This design comes from an exercise in tuning for small area, a short achievable clock period and few clock cycles per item on the open sky130 flow, not from production work.
Function was checked by simulation only, so behaviour that the tests miss may differ from the original.
Power figures rest on the tool's default switching activity, not on a simulated workload.

$ cat design.v
`default_nettype none
package pix_pkg;
  localparam int pix_w = 8;
  localparam int grad_w = 11;
  localparam int mag_max = 255;
  localparam int kern_mid = 2;
  typedef logic [pix_w-1:0] pix_t;
  typedef struct packed {
    pix_t r;
    pix_t g;
    pix_t b;
  } rgb_t;
  typedef logic [9*pix_w-1:0] win_t;
  typedef struct packed {
    rgb_t rgb;
    pix_t grey;
    logic edge_mode;
  } dec_t;
  typedef struct packed {
    win_t win;
    rgb_t rgb;
    logic edge_mode;
  } win_beat_t;
  typedef struct packed {
    pix_t edge_val;
    rgb_t rgb;
    logic edge_mode;
  } res_t;
endpackage
`default_nettype wire
`default_nettype none
package frame_pkg;
  localparam int frame_cols = 32;
  localparam int frame_rows = 16;
  localparam int col_w = (frame_cols > 1) ? $clog2(frame_cols) : 1;
  localparam int row_w = (frame_rows > 1) ? $clog2(frame_rows) : 1;
endpackage
`default_nettype wire
`default_nettype none
module grey_decode (
  input  logic          clk,
  input  logic          rst_n,
  input  logic          edge_en,
  input  logic          in_valid,
  input  logic          in_sof,
  input  pix_pkg::rgb_t in_rgb,
  output logic          in_ready,
  output logic          dec_valid,
  input  logic          dec_ready,
  output logic          dec_sof,
  output pix_pkg::dec_t dec_data
);
  logic                       accept;
  logic                       frame_mode;
  logic                       beat_mode;
  logic [pix_pkg::pix_w+1:0] grey_sum;
  assign in_ready = !dec_valid || dec_ready;
  assign accept   = in_valid && in_ready;
  assign beat_mode = in_sof ? edge_en : frame_mode;
  assign grey_sum = (pix_pkg::pix_w + 2)'(in_rgb.r)
                  + ((pix_pkg::pix_w + 2)'(in_rgb.g) << 1)
                  + (pix_pkg::pix_w + 2)'(in_rgb.b);
  always_ff @(posedge clk) begin
    if (!rst_n) begin
      dec_valid  <= 1'b0;
      frame_mode <= 1'b0;
    end else begin
      if (in_ready) begin
        dec_valid <= in_valid;
      end
      if (accept && in_sof) begin
        frame_mode <= edge_en;
      end
    end
  end
  always_ff @(posedge clk) begin
    if (accept) begin
      dec_sof            <= in_sof;
      dec_data.rgb       <= in_rgb;
      dec_data.grey      <= grey_sum[pix_pkg::pix_w+1:2];
      dec_data.edge_mode <= beat_mode;
    end
  end
endmodule
`default_nettype wire
`default_nettype none
module line_window (
  input  logic               clk,
  input  logic               rst_n,
  input  logic               dec_valid,
  output logic               dec_ready,
  input  logic               dec_sof,
  input  pix_pkg::dec_t      dec_data,
  output logic               win_valid,
  input  logic               win_ready,
  output logic               win_sof,
  output pix_pkg::win_beat_t win_data
);
  typedef enum logic [1:0] {
    st_stream,
    st_flush,
    st_tail
  } state_t;
  state_t                      state;
  logic [frame_pkg::col_w-1:0] col;
  logic [frame_pkg::row_w-1:0] row;
  pix_pkg::pix_t lb_a [0:frame_pkg::frame_cols-1];
  pix_pkg::pix_t lb_b [0:frame_pkg::frame_cols-1];
  pix_pkg::rgb_t rgb_line [0:frame_pkg::frame_cols-1];
  pix_pkg::rgb_t rgb_d;
  pix_pkg::win_t w;
  pix_pkg::win_t nw;
  pix_pkg::pix_t v0;
  pix_pkg::pix_t v1;
  pix_pkg::pix_t v2;
  logic streaming;
  logic adv_ok;
  logic fire;
  logic beat_edge;
  logic emit;
  logic last_col;
  logic last_row;
  assign streaming = (state == st_stream);
  assign adv_ok    = !win_valid || win_ready;
  assign dec_ready = adv_ok && streaming;
  assign fire      = adv_ok && (dec_valid || !streaming);
  assign beat_edge = !streaming || dec_data.edge_mode;
  assign last_col  = (col == frame_pkg::col_w'(frame_pkg::frame_cols - 1));
  assign last_row  = (row == frame_pkg::row_w'(frame_pkg::frame_rows - 1));
  assign emit = !beat_edge || !streaming || (row > 1) || (row == 1 && col != 0);
  assign v0 = (!streaming || row >= 2) ? lb_b[col] : '0;
  assign v1 = (!streaming || row >= 1) ? lb_a[col] : '0;
  assign v2 = streaming ? dec_data.grey : '0;
  assign nw = {(col == 1) ? 8'h00 : w[63:56], w[55:48], (col == 0) ? 8'h00 : v0,
               (col == 1) ? 8'h00 : w[39:32], w[31:24], (col == 0) ? 8'h00 : v1,
               (col == 1) ? 8'h00 : w[15:8], w[7:0], (col == 0) ? 8'h00 : v2};
  always_ff @(posedge clk) begin
    if (!rst_n) begin
      state     <= st_stream;
      row       <= '0;
      col       <= '0;
      win_valid <= 1'b0;
    end else begin
      if (adv_ok) begin
        win_valid <= fire && emit;
      end
      if (fire) begin
        case (state)
          st_stream: begin
            if (last_col) begin
              col <= '0;
              if (last_row) begin
                row <= '0;
                if (dec_data.edge_mode) begin
                  state <= st_flush;
                end
              end else begin
                row <= row + 1'b1;
              end
            end else begin
              col <= col + 1'b1;
            end
          end
          st_flush: begin
            if (last_col) begin
              col   <= '0;
              state <= st_tail;
            end else begin
              col <= col + 1'b1;
            end
          end
          default: begin
            state <= st_stream;
          end
        endcase
      end
    end
  end
  always_ff @(posedge clk) begin
    if (fire) begin
      lb_b[col]     <= lb_a[col];
      lb_a[col]     <= v2;
      rgb_line[col] <= streaming ? dec_data.rgb : '0;
      rgb_d         <= rgb_line[col];
      w             <= {w[63:56], w[55:48], v0,
                        w[39:32], w[31:24], v1,
                        w[15:8], w[7:0], v2};
      win_sof            <= beat_edge ? (streaming && row == 1 && col == 1) : dec_sof;
      win_data.win       <= beat_edge ? nw : '0;
      win_data.rgb       <= beat_edge ? rgb_d : dec_data.rgb;
      win_data.edge_mode <= beat_edge;
    end
  end
endmodule
`default_nettype wire
`default_nettype none
module sobel_execute (
  input  logic              clk,
  input  logic              rst_n,
  input  logic              win_valid,
  output logic              win_ready,
  input  logic              win_sof,
  input  pix_pkg::win_beat_t win_data,
  output logic              res_valid,
  input  logic              res_ready,
  output logic              res_sof,
  output pix_pkg::res_t     res_data
);
  logic                                s1_valid;
  logic                                s1_sof;
  logic                                s1_mode;
  pix_pkg::rgb_t                       s1_rgb;
  logic signed [pix_pkg::grad_w-1:0]   s1_gx;
  logic signed [pix_pkg::grad_w-1:0]   s1_gy;
  logic signed [pix_pkg::grad_w-1:0]   gx;
  logic signed [pix_pkg::grad_w-1:0]   gy;
  logic [pix_pkg::grad_w-1:0]          abs_x;
  logic [pix_pkg::grad_w-1:0]          abs_y;
  logic [pix_pkg::grad_w:0]            mag_sum;
  logic                                adv1;
  logic                                adv2;
  pix_pkg::pix_t                       p00, p01, p02;
  pix_pkg::pix_t                       p10, p12;
  pix_pkg::pix_t                       p20, p21, p22;
  function automatic logic [pix_pkg::grad_w-1:0] tri_sum(
    input pix_pkg::pix_t a,
    input pix_pkg::pix_t b,
    input pix_pkg::pix_t c
  );
    tri_sum = (pix_pkg::grad_w)'(a)
            + (pix_pkg::grad_w)'(pix_pkg::kern_mid * b)
            + (pix_pkg::grad_w)'(c);
  endfunction
  assign adv2      = !res_valid || res_ready;
  assign adv1      = !s1_valid || adv2;
  assign win_ready = adv1;
  assign p00 = win_data.win[71:64];
  assign p01 = win_data.win[63:56];
  assign p02 = win_data.win[55:48];
  assign p10 = win_data.win[47:40];
  assign p12 = win_data.win[31:24];
  assign p20 = win_data.win[23:16];
  assign p21 = win_data.win[15:8];
  assign p22 = win_data.win[7:0];
  assign gx = $signed(tri_sum(p02, p12, p22))
            - $signed(tri_sum(p00, p10, p20));
  assign gy = $signed(tri_sum(p20, p21, p22))
            - $signed(tri_sum(p00, p01, p02));
  assign abs_x   = s1_gx[pix_pkg::grad_w-1] ? -s1_gx : s1_gx;
  assign abs_y   = s1_gy[pix_pkg::grad_w-1] ? -s1_gy : s1_gy;
  assign mag_sum = {1'b0, abs_x} + {1'b0, abs_y};
  always_ff @(posedge clk) begin
    if (!rst_n) begin
      s1_valid  <= 1'b0;
      res_valid <= 1'b0;
    end else begin
      if (adv1) begin
        s1_valid <= win_valid;
      end
      if (adv2) begin
        res_valid <= s1_valid;
      end
    end
  end
  always_ff @(posedge clk) begin
    if (adv1 && win_valid) begin
      s1_gx   <= gx;
      s1_gy   <= gy;
      s1_rgb  <= win_data.rgb;
      s1_mode <= win_data.edge_mode;
      s1_sof  <= win_sof;
    end
    if (adv2 && s1_valid) begin
      res_data.edge_val  <= (mag_sum > pix_pkg::mag_max) ?
                            pix_pkg::pix_t'(pix_pkg::mag_max) :
                            mag_sum[pix_pkg::pix_w-1:0];
      res_data.rgb       <= s1_rgb;
      res_data.edge_mode <= s1_mode;
      res_sof            <= s1_sof;
    end
  end
endmodule
`default_nettype wire
`default_nettype none
module edge_result (
  input  logic          clk,
  input  logic          rst_n,
  input  logic          res_valid,
  output logic          res_ready,
  input  logic          res_sof,
  input  pix_pkg::res_t res_data,
  output logic          out_valid,
  output logic          out_sof,
  output pix_pkg::rgb_t out_rgb,
  input  logic          out_ready
);
  pix_pkg::rgb_t pick;
  assign res_ready = !out_valid || out_ready;
  always_comb begin
    if (res_data.edge_mode) begin
      pick.r = res_data.edge_val;
      pick.g = res_data.edge_val;
      pick.b = res_data.edge_val;
    end else begin
      pick = res_data.rgb;
    end
  end
  always_ff @(posedge clk) begin
    if (!rst_n) begin
      out_valid <= 1'b0;
    end else if (res_ready) begin
      out_valid <= res_valid;
    end
  end
  always_ff @(posedge clk) begin
    if (res_ready && res_valid) begin
      out_sof <= res_sof;
      out_rgb <= pick;
    end
  end
endmodule
`default_nettype wire
`default_nettype none
module edge_top (
  input  logic       clk,
  input  logic       rst_n,
  input  logic       edge_en,
  input  logic       in_valid,
  input  logic       in_sof,
  input  logic [7:0] in_r,
  input  logic [7:0] in_g,
  input  logic [7:0] in_b,
  output logic       in_ready,
  output logic       out_valid,
  output logic       out_sof,
  output logic [7:0] out_r,
  output logic [7:0] out_g,
  output logic [7:0] out_b,
  input  logic       out_ready
);
  pix_pkg::rgb_t in_rgb;
  pix_pkg::rgb_t out_rgb;
  logic               dec_valid;
  logic               dec_ready;
  logic               dec_sof;
  pix_pkg::dec_t      dec_data;
  logic               win_valid;
  logic               win_ready;
  logic               win_sof;
  pix_pkg::win_beat_t win_data;
  logic               res_valid;
  logic               res_ready;
  logic               res_sof;
  pix_pkg::res_t      res_data;
  assign in_rgb.r = in_r;
  assign in_rgb.g = in_g;
  assign in_rgb.b = in_b;
  assign out_r = out_rgb.r;
  assign out_g = out_rgb.g;
  assign out_b = out_rgb.b;
  grey_decode u_decode (
    .clk       (clk),
    .rst_n     (rst_n),
    .edge_en   (edge_en),
    .in_valid  (in_valid),
    .in_sof    (in_sof),
    .in_rgb    (in_rgb),
    .in_ready  (in_ready),
    .dec_valid (dec_valid),
    .dec_ready (dec_ready),
    .dec_sof   (dec_sof),
    .dec_data  (dec_data)
  );
  line_window u_window (
    .clk       (clk),
    .rst_n     (rst_n),
    .dec_valid (dec_valid),
    .dec_ready (dec_ready),
    .dec_sof   (dec_sof),
    .dec_data  (dec_data),
    .win_valid (win_valid),
    .win_ready (win_ready),
    .win_sof   (win_sof),
    .win_data  (win_data)
  );
  sobel_execute u_sobel (
    .clk       (clk),
    .rst_n     (rst_n),
    .win_valid (win_valid),
    .win_ready (win_ready),
    .win_sof   (win_sof),
    .win_data  (win_data),
    .res_valid (res_valid),
    .res_ready (res_ready),
    .res_sof   (res_sof),
    .res_data  (res_data)
  );
  edge_result u_result (
    .clk       (clk),
    .rst_n     (rst_n),
    .res_valid (res_valid),
    .res_ready (res_ready),
    .res_sof   (res_sof),
    .res_data  (res_data),
    .out_valid (out_valid),
    .out_sof   (out_sof),
    .out_rgb   (out_rgb),
    .out_ready (out_ready)
  );
endmodule
`default_nettype wire
$ cat run.sh
#!/bin/bash
# synth_recipe.tcl (not shown) runs the flow's synth.tcl, then flattens the netlist and writes it again
# the make line also repeats each setting of config.mk as NAME=value (left out here)
make -C /OpenROAD-flow-scripts/flow DESIGN_CONFIG=/design/flow/config.mk WORK_HOME=/design/flow/orfs CLKGATE_MAP_FILE= SYNTH_SCRIPT=/design/flow/synth_recipe.tcl finish
$ cat config.mk
export PLATFORM = sky130hd
export DESIGN_NAME = edge_top
export DESIGN_NICKNAME = edge_top
export VERILOG_FILES = /design/flow/design.v
export SDC_FILE = /design/flow/constraint.sdc
export NUM_CORES = 4
export LEC_CHECK = 0
export CAP_MARGIN = 20
export CORE_MARGIN = 2
export CORE_UTILIZATION = 40
export SLEW_MARGIN = 20
$ cat constraint.sdc
create_clock -name core_clock -period 4.5 [get_ports {clk}]
set_input_delay 0.9000 -clock core_clock [delete_from_list [all_inputs] [get_ports {clk}]]
set_output_delay 0.9000 -clock core_clock [all_outputs]
set_load 0.01 [all_outputs]
==> impl_metrics.tcl <==
set metrics [dict create \
    status "timing/DRC/antenna clean" \
    drc 0 \
    drtIter0Drc 1521 \
    root_buffer "clkbuf_16" \
    worst_ep_arrival_time_ns 4.58 \
    areaGrowthSynthToFinish_pct 14.9 \
    cts.sinks 838 \
    htree_num_levels 3 \
    clock_skew_ns 0.0347 \
    postLayoutSetupSlackWorst_ns 0.290 \
    core_mm2 0.0882 \
    synthAdderAreaFrac_pct 5.59 \
    firstDrtPassIters 5 \
    synthMuxAreaShare_pct 11.7 \
    yosysUniqueCellTypes 60 \
    vdd_drop_max_mv 0.287 \
    fillers 7364 \
    hold_viol 0 \
    synth_cells 2028 \
    hpwl_um 48800 \
    io_pins 57 \
    cts_tree "built" \
    place_ws_ns 0.168 \
    slowest_delay_ns 0.50 \
    grt_max_degree 166 \
    grt_pass1_wl_um 115000 \
    yosys_register_bits 838 \
    worst_pin_slew_ns 1.02 \
    netlist_area_mm2 0.0356 \
    p_leak_nw 13.6 \
    synthXorXnorAreaFrac_pct 1.82 \
    cp.required_ns 4.87 \
    relSlewSlack_pct 32.3 \
    synth_edf_count 816 \
    clock_tree.buffer_depth 3 \
    viasPerCell 5.19 \
    insertedDiodeCount 0 \
    p_per_area_mw_per_mm2 447 \
    place_congestion 0.839 \
    setup_viol 0 \
    cp-start-kind "flop" \
    cts_buffers 86 \
    period_minus_slack_ns 4.21 \
    start_util_pct 40.3 \
    tns_ns 0 \
    finalCritPeriodShare_pct 93.6 \
    drv_slew 0 \
    max_freq_mhz 238 \
    yosys.area_share.simple_pct 5.36 \
    drtAntennaViolNets 0 \
    yosys_warnings 4 \
    rows 109 \
    clkLatencyLatePin_ns 0.64 \
    stdcell_count 3428 \
    power_mw 18.3 \
    endpoint_kind "flop" \
    async_reset_ff_share_pct 0 \
    dr_total_vias 17800 \
    synth_nets 2190 \
    grt_overflow 0 \
    path_clk_slew_ns 0.06 \
    ys.flop_type "edfxtp_1" \
    die_w_um 302 \
    cap_violations 0 \
    die_y_um 302 \
    dp_cells 3271 \
    fin_nets 2356 \
    cp_cell_sequence "ha_1 > a21o_1 > a21oi_1 > nor2b_1 > o21a_1 > nor2_1 > xnor2_1 > fa_1 > inv_1 > fa_1 > inv_1 > ha_1 > and3_1 > a211oi_1 > a21oi_1 > nor2_1 > xnor2_1" \
    worstSetupPathType "flop to flop" \
    die-area_mm2 0.0914 \
    synth-seq-area-share_pct 70.1 \
    grt.total_usage_pct 16.8 \
    synth_top_family_by_area "multiplexers" \
    antenna_found_initial 1 \
    rsz0062_at_grt "no" \
    worst_hold_path_type "flop to flop" \
    wirelength_um 74900 \
    grt_pass1_vias 18700 \
    drive_gt1_share_pct 17.7 \
    synth.avg_cell_area_um2 17.5 \
    postCtsSetupBuffers 0 \
    placement.io_buffers 56 \
    crit_slowest_cell "fa_1" \
    synth-compound-area-share_pct 3.09 \
    post_drt_wl_per_cell_um 21.9 \
    crit_fanout 5 \
]
power by group:
group / leakage, nW / internal [mW] / switching [mW]
clock network: 1.35 / 4.06 / 2.95
registers: 7.65 / 9.00 / 0.0902
logic: 4.62 / 0.881 / 1.27
layer usage:
| layer | vias up | wire length, µm | GRT usage, % |
|---|---|---|---|
| met5 | - | 0 | 0 |
| met4 | 0 | 1290 | 4.30 |
| met3 | 92 | 3300 | 2.87 |
| met2 | 380 | 38700 | 29.6 |
| met1 | 9226 | 31600 | 21.5 |
| li1 | 8104 | - | - |
cell usage in the layout, fill, tap and decap left out, drive strengths merged, types with 7 or more instances in the layout:
cell type,n
nor3,20
buf,88
xnor2,49
nand2b,7
bufinv,8
nand2,61
and2,67
clkdlybuf4s50,56
or3,11
nand3,28
edfxtp,816
a21o,8
o41ai,8
ha,87
nor2b,33
mux2i,45
o21ai,63
inv,144
xor2,25
nor2,131
clkbuf,102
mux2,14
fa,45
dfxtp,22
a21boi,7
clkinv,39
a21oi,39
mux4,158
through the flow:
stage               utilization [%]  instance area (µm²)  hold WS [ns]
floorplan                         -                35600         0.400
global placement               43.2                38100         0.401
detailed placement             43.2                38100         0.405
CTS                            46.3                40900         0.410
global route                   46.3                40900         0.423
finish                         46.3                40900         0.415
critical path: cells and delay by family, from the launching register on:
kind | cells | cell delay, ns
AOI/OAI and AO/OA | 5 | 1.11
xor gates and xnor gates | 2 | 0.17
and+or+nand+nor | 4 | 0.51
adders and majority gates | 4 | 1.61
buffers and inverters | 2 | 0.09
DFF | 1 | 0.46
flip-flops by register name (all words and copies together), names as in the netlist, 24 cells and up, named ones only:
| register | flops |
|---|---|
| u_window.rgb_line | 24 |
| u_decode.dec_data | 33 |
| u_window.win_data | 89 |
| u_sobel.res_data | 33 |
| u_window.w | 48 |
| u_result.out_rgb | 24 |
| u_window.lb_a | 256 |
| u_sobel.s1_rgb | 24 |
| u_window.lb_b | 256 |
cells by family after synthesis:
kind of cell,Yosys count
mux,217
compound gates,174
simple gates,388
fa+ha+maj,132
xor+xnor,74
buf+inv,205
flops,838
path summary, 6_finish.rpt:
check | startpoint | endpoint | slack (ns) | cells past startpoint
worst max register to register | u_window.win_data[43] | u_sobel.s1_gy[9] | 0.29 | 17
worst min register to register | u_window.w[51] | u_window.w[59] | 0.41 | 0
worst min-delay path | u_window.w[51] | u_window.w[59] | 0.41 | 0
worst max-delay path | u_window.win_data[43] | u_sobel.s1_gy[9] | 0.29 | 17
final cells by class:
type	instances	area [µm²]	area share [%]
Clock buffer	102	2250	5.51
Clock inverter	55	529	1.29
Inverter	139	522	1.28
Multi-Input combinational cell	985	9860	24.1
Sequential cell	838	25000	61.0
Tap cell	1165	1460	3.57
Timing Repair Buffer	144	1310	3.20
timing repair:
action,in CTS,in global routing
hold buffers,0,0
endpoints found under the setup margin,0,6
gates resized for setup,0,4
synthesized netlist by cell type (4+ instances only):
library cell / number / area, µm²
ha_1: 87 / 1090
nand4_1: 6 / 37.5
buf_4: 12 / 90.1
buf_1: 5 / 18.8
fa_1: 45 / 901
xor2_1: 25 / 219
o31ai_1: 6 / 45.0
a21boi_0: 7 / 52.6
inv_1: 138 / 518
a31oi_1: 4 / 25.0
o21a_1: 6 / 45.0
a21o_1: 8 / 60.1
and3_1: 6 / 37.5
edfxtp_1: 816 / 24500
o211ai_1: 4 / 30.0
o21ai_0: 63 / 315
dfxtp_1: 22 / 440
clkbuf_1: 33 / 124
nand2b_1: 7 / 43.8
a21oi_1: 39 / 195
or3_1: 11 / 68.8
mux2i_1: 45 / 450
nor2_1: 131 / 492
o41ai_1: 7 / 61.3
nor3_1: 20 / 100
o21bai_1: 6 / 45.0
xnor2_1: 49 / 429
nor2b_1: 33 / 206
nand2_1: 61 / 229
mux2_2: 14 / 158
buf_2: 16 / 80.1
and2_1: 66 / 413
mux4_2: 158 / 3560
nor3b_1: 4 / 30.0
nor4_1: 4 / 25.0
nand3_1: 28 / 140
Testbench counts, summed over its fixed seeds: cycles 34,128, pixels 32,768.

## separate check: timing with driven ports
The flow's constraints put no driver on any port. The routed layout listed below was extracted and timed again, unchanged, in two steps. Step 1 assumes that a clkbuf_16 drives the clock port and a buf_2 every other input. Step 2 times the ports against the registers' clock, not the clock port: input delays grow and output delays shrink by t, the midpoint of the rising clock arrivals with the driver on. Slacks: ideal ports / drivers / drivers and shift; pairs: ideal ports / drivers.
shift t [ns]: 0.689
slack for setup (ns): 0.290 / 0.290 / 0.290
worst register clock-pin slew, ns: 0.06 / 0.06
pins driven straight from the clock port: 1
After both steps setup and hold are still met in this run. The setup slack of this run moves by 0.000 ns with the drivers and by 0.000 ns with both steps.
